This design comes from an exercise in tuning for small area, a short achievable clock period and few clock cycles per item on the open sky130 flow, not from production work.
RTL that was checked went through simulation tests only; none was proved equivalent to the original.
Power is estimated from default activity; no workload was simulated.

alpha:
Design mpeg_scrambler_top, start of the top module:
module mpeg_scrambler_top (
	input  logic            clk,
	input  logic            rst_n,
	input  mpeg_pkg::byte_t mpeg_in,
	input  logic            mpeg_in_en,
	input  logic            stream_end,
	input  mpeg_pkg::key_t  key_in,
	input  logic            key_en,
	output mpeg_pkg::byte_t mpeg_out,
	output logic            mpeg_out_en,
	output logic            mpeg_prog_full
);
Size: ~110 cells after synthesis, ~29 flip-flops, roughly 39 I/O pins.
==> module mpeg_scrambler_top, before the edit <==
module mpeg_scrambler_top (
	input  logic            clk,
	input  logic            rst_n,
	input  mpeg_pkg::byte_t mpeg_in,
	input  logic            mpeg_in_en,
	input  logic            stream_end,
	input  mpeg_pkg::key_t  key_in,
	input  logic            key_en,
	output mpeg_pkg::byte_t mpeg_out,
	output logic            mpeg_out_en,
	output logic            mpeg_prog_full
);
	localparam logic [1:0] SC_IDLE = 2'b00;
	localparam logic [1:0] SC_ZERO = 2'b01;
	localparam logic [1:0] SC_ZERO_ZERO = 2'b11;
	localparam logic [1:0] SC_PREFIX = 2'b10;
	mpeg_pkg::key_t lfsr;
	logic step_d;
	logic key_bit;
	logic [1:0] state;
	logic [1:0] state_nx;
	logic video;
	logic video_nx;
	logic carries_sign;
	logic is_zero;
	logic is_one;
	logic is_slice;
	logic step;
	assign carries_sign = |mpeg_in[7:1];
	assign is_zero = ~carries_sign & ~mpeg_in[0];
	assign is_one = ~carries_sign & mpeg_in[0];
	assign is_slice = (mpeg_in >= 8'h01) && (mpeg_in <= 8'hAF);
	assign key_bit = step_d ? lfsr[14] : lfsr[15];
	assign step = mpeg_in_en & video & carries_sign;
	assign mpeg_prog_full = 1'b0;
	always_comb begin
		state_nx = state;
		video_nx = video;
		case (state)
			SC_IDLE: state_nx = is_zero ? SC_ZERO : SC_IDLE;
			SC_ZERO: state_nx = is_zero ? SC_ZERO_ZERO : SC_IDLE;
			SC_ZERO_ZERO: state_nx = is_one ? SC_PREFIX : (is_zero ? SC_ZERO_ZERO : SC_IDLE);
			default: begin
				state_nx = SC_IDLE;
				video_nx = is_slice;
			end
		endcase
		if (stream_end) begin
			state_nx = SC_IDLE;
			video_nx = 1'b0;
		end
	end
	always_ff @(posedge clk) begin
		mpeg_out <= {mpeg_in[7:1], mpeg_in[0] ^ (video & carries_sign & key_bit)};
		mpeg_out_en <= mpeg_in_en & rst_n;
	end
	logic sel_key;
	logic sel_shift;
	logic sel_hold;
	logic force_one;
	mpeg_pkg::key_t lfsr_shifted;
	mpeg_pkg::key_t lfsr_nx;
	assign sel_key = rst_n & key_en;
	assign sel_shift = rst_n & ~key_en & step_d;
	assign sel_hold = rst_n & ~key_en & ~step_d;
	assign force_one = ~rst_n | (key_en & (key_in == '0));
	assign lfsr_shifted = {lfsr[14:0], lfsr[15] ^ lfsr[13] ^ lfsr[12] ^ lfsr[10]};
	for (genvar i = 0; i < 16; i++) begin : g_lfsr
		lfsr_next #(.DEFAULT(16'hACE1 >> i & 1)) next (
			.cur(lfsr[i]),
			.shifted(lfsr_shifted[i]),
			.key(key_in[i]),
			.sel_key(sel_key),
			.sel_shift(sel_shift),
			.sel_hold(sel_hold),
			.force_one(force_one),
			.nx(lfsr_nx[i])
		);
	end
	always_ff @(posedge clk)
		lfsr <= lfsr_nx;
	always_ff @(posedge clk) begin
		if (!rst_n) begin
			step_d <= 1'b0;
			state <= SC_IDLE;
			video <= 1'b0;
		end else begin
			step_d <= step & ~key_en;
			if (mpeg_in_en) begin
				state <= state_nx;
				video <= video_nx;
			end
		end
	end
endmodule
clock: 5.0 ns
lec_check: 0
cap_margin: 20
core_area: 2.5 2.5 58.5 58.5
die_area: 0 0 61 61
setup_slack_margin: 3.2
slew_margin: 20
synth_hierarchical: 1
standard.sh (not shown) runs the stock make flow with config.mk's settings and CLKGATE_MAP_FILE= SYNTH_SCRIPT=/design/flow/synth_recipe.tcl, a recipe that flattens the netlist after the stock synthesis.
==> flow/flow/run.sh <==
#!/bin/bash
# Standard ORFS layout with plain buf_1 cells as the port buffers (buffer_ports otherwise picks a
# delay buffer), a clock tree of clkbuf_4 cells without dummy loads, and the slow wide OR cells
# added to the platform's don't-use list (flow/dont_use.txt holds the platform's list and these),
# so that synthesis builds wide ORs from NOR and NAND gates. Make's full output goes to
# flow_make.log here.
set -euo pipefail
bash standard.sh "BUFFER_PORTS_ARGS=-buffer_cell sky130_fd_sc_hd__buf_1" \
	"CTS_ARGS=-sink_clustering_enable -repair_clock_nets -dont_use_dummy_load -buf_list sky130_fd_sc_hd__clkbuf_4" \
	"DONT_USE_CELLS=$(cat flow/dont_use.txt)" \
	finish > flow_make.log 2>&1
==> flow/flow/dont_use.txt <==
sky130_fd_sc_hd__probe_p_8 sky130_fd_sc_hd__probec_p_8 sky130_fd_sc_hd__lpflow_bleeder_1 sky130_fd_sc_hd__lpflow_clkbufkapwr_1 sky130_fd_sc_hd__lpflow_clkbufkapwr_16 sky130_fd_sc_hd__lpflow_clkbufkapwr_2 sky130_fd_sc_hd__lpflow_clkbufkapwr_4 sky130_fd_sc_hd__lpflow_clkbufkapwr_8 sky130_fd_sc_hd__lpflow_clkinvkapwr_1 sky130_fd_sc_hd__lpflow_clkinvkapwr_16 sky130_fd_sc_hd__lpflow_clkinvkapwr_2 sky130_fd_sc_hd__lpflow_clkinvkapwr_4 sky130_fd_sc_hd__lpflow_clkinvkapwr_8 sky130_fd_sc_hd__lpflow_decapkapwr_12 sky130_fd_sc_hd__lpflow_decapkapwr_3 sky130_fd_sc_hd__lpflow_decapkapwr_4 sky130_fd_sc_hd__lpflow_decapkapwr_6 sky130_fd_sc_hd__lpflow_decapkapwr_8 sky130_fd_sc_hd__lpflow_inputiso0n_1 sky130_fd_sc_hd__lpflow_inputiso0p_1 sky130_fd_sc_hd__lpflow_inputiso1n_1 sky130_fd_sc_hd__lpflow_inputiso1p_1 sky130_fd_sc_hd__lpflow_inputisolatch_1 sky130_fd_sc_hd__lpflow_isobufsrc_1 sky130_fd_sc_hd__lpflow_isobufsrc_16 sky130_fd_sc_hd__lpflow_isobufsrc_2 sky130_fd_sc_hd__lpflow_isobufsrc_4 sky130_fd_sc_hd__lpflow_isobufsrc_8 sky130_fd_sc_hd__lpflow_isobufsrckapwr_16 sky130_fd_sc_hd__lpflow_lsbuf_lh_hl_isowell_tap_1 sky130_fd_sc_hd__lpflow_lsbuf_lh_hl_isowell_tap_2 sky130_fd_sc_hd__lpflow_lsbuf_lh_hl_isowell_tap_4 sky130_fd_sc_hd__lpflow_lsbuf_lh_isowell_4 sky130_fd_sc_hd__lpflow_lsbuf_lh_isowell_tap_1 sky130_fd_sc_hd__lpflow_lsbuf_lh_isowell_tap_2 sky130_fd_sc_hd__lpflow_lsbuf_lh_isowell_tap_4 sky130_fd_sc_hd__or4_1 sky130_fd_sc_hd__or4_2 sky130_fd_sc_hd__or4_4 sky130_fd_sc_hd__or4b_1 sky130_fd_sc_hd__or4b_2 sky130_fd_sc_hd__or4b_4 sky130_fd_sc_hd__or4bb_1 sky130_fd_sc_hd__or4bb_2 sky130_fd_sc_hd__or4bb_4 sky130_fd_sc_hd__or3_1 sky130_fd_sc_hd__or3_2 sky130_fd_sc_hd__or3_4 sky130_fd_sc_hd__or3b_1 sky130_fd_sc_hd__or3b_2 sky130_fd_sc_hd__or3b_4
> inputs changed (alpha -> beta)
--- a/flow/design.v
+++ b/flow/design.v
@@ -58,4 +58,5 @@
 	mpeg_pkg::key_t lfsr;
 	logic step_d;
+	logic load_default;
 	logic key_bit;
 	logic [1:0] state;
@@ -72,5 +73,5 @@
 	assign is_one = ~carries_sign & mpeg_in[0];
 	assign is_slice = (mpeg_in >= 8'h01) && (mpeg_in <= 8'hAF);
-	assign key_bit = step_d ? lfsr[14] : lfsr[15];
+	assign key_bit = load_default ? 16'hACE1 >> (16 - 1) : (step_d ? lfsr[14] : lfsr[15]);
 	assign step = mpeg_in_en & video & carries_sign;
 	assign mpeg_prog_full = 1'b0;
@@ -102,8 +103,8 @@
 	mpeg_pkg::key_t lfsr_shifted;
 	mpeg_pkg::key_t lfsr_nx;
-	assign sel_key = rst_n & key_en;
-	assign sel_shift = rst_n & ~key_en & step_d;
-	assign sel_hold = rst_n & ~key_en & ~step_d;
-	assign force_one = ~rst_n | (key_en & (key_in == '0));
+	assign sel_key = key_en;
+	assign sel_shift = ~key_en & ~load_default & step_d;
+	assign sel_hold = ~key_en & ~load_default & ~step_d;
+	assign force_one = ~key_en & load_default;
 	assign lfsr_shifted = {lfsr[14:0], lfsr[15] ^ lfsr[13] ^ lfsr[12] ^ lfsr[10]};
 	for (genvar i = 0; i < 16; i++) begin : g_lfsr
@@ -124,8 +125,10 @@
 		if (!rst_n) begin
 			step_d <= 1'b0;
+			load_default <= 1'b1;
 			state <= SC_IDLE;
 			video <= 1'b0;
 		end else begin
 			step_d <= step & ~key_en;
+			load_default <= key_en & (key_in == '0);
 			if (mpeg_in_en) begin
 				state <= state_nx;
Of alpha and beta, the lower multi-input gate share of the layout cell area belongs to beta.
Between alpha and beta, the final-layout clock-cell area share is higher for beta.
beta ends up with a combinational power share that is 2.9 points lower than in alpha.
Compared to alpha, beta shows a wider setup margin.
Route | beta vs alpha | wire shorter in beta
Number of distinct standard cells referenced by the synthesized netlist, alpha and beta: higher on alpha
beta | stages: all done | timing, DRC, antenna: all pass
Between alpha and beta, met2 wire length is higher for alpha, beta comes in under that.
| share of synthesized area spent on multiplexers | alpha vs beta | ≈ equal |
Testbench counts of beta, summed over its fixed seeds: cycles 173,216, bytes 173,208.
The RTL of alpha was laid out without a check of its function.

-- port drivers added, routing unchanged --
The flow's constraints put no driver on any port. The routed layouts listed below were extracted and timed again, unchanged, in two steps. Step 1 sets driving cells, clkbuf_16 on the clock port and buf_2 on the other inputs (assumed; they add their load-dependent delay and slew). Step 2 also shifts input and output timing later by t, the mid clock arrival at the registers, as if the neighbouring blocks saw the same clock. Slacks: no drivers / after step 1 / after step 2; pairs: no drivers / after step 1.
run | shift t [ns] | setup WS [ns] | hold WS [ns]
alpha | 0.340 | 3.194 / 3.178 / 2.838 | 0.451 / 0.451 / 0.451
beta | 0.328 | 3.239 / 3.217 / 2.962 | 0.452 / 0.452 / 0.452
After both steps setup and hold are still met in every run listed. For alpha, which loses most, drivers alone change the setup slack by -0.016 ns; drivers and shift together by -0.356 ns.
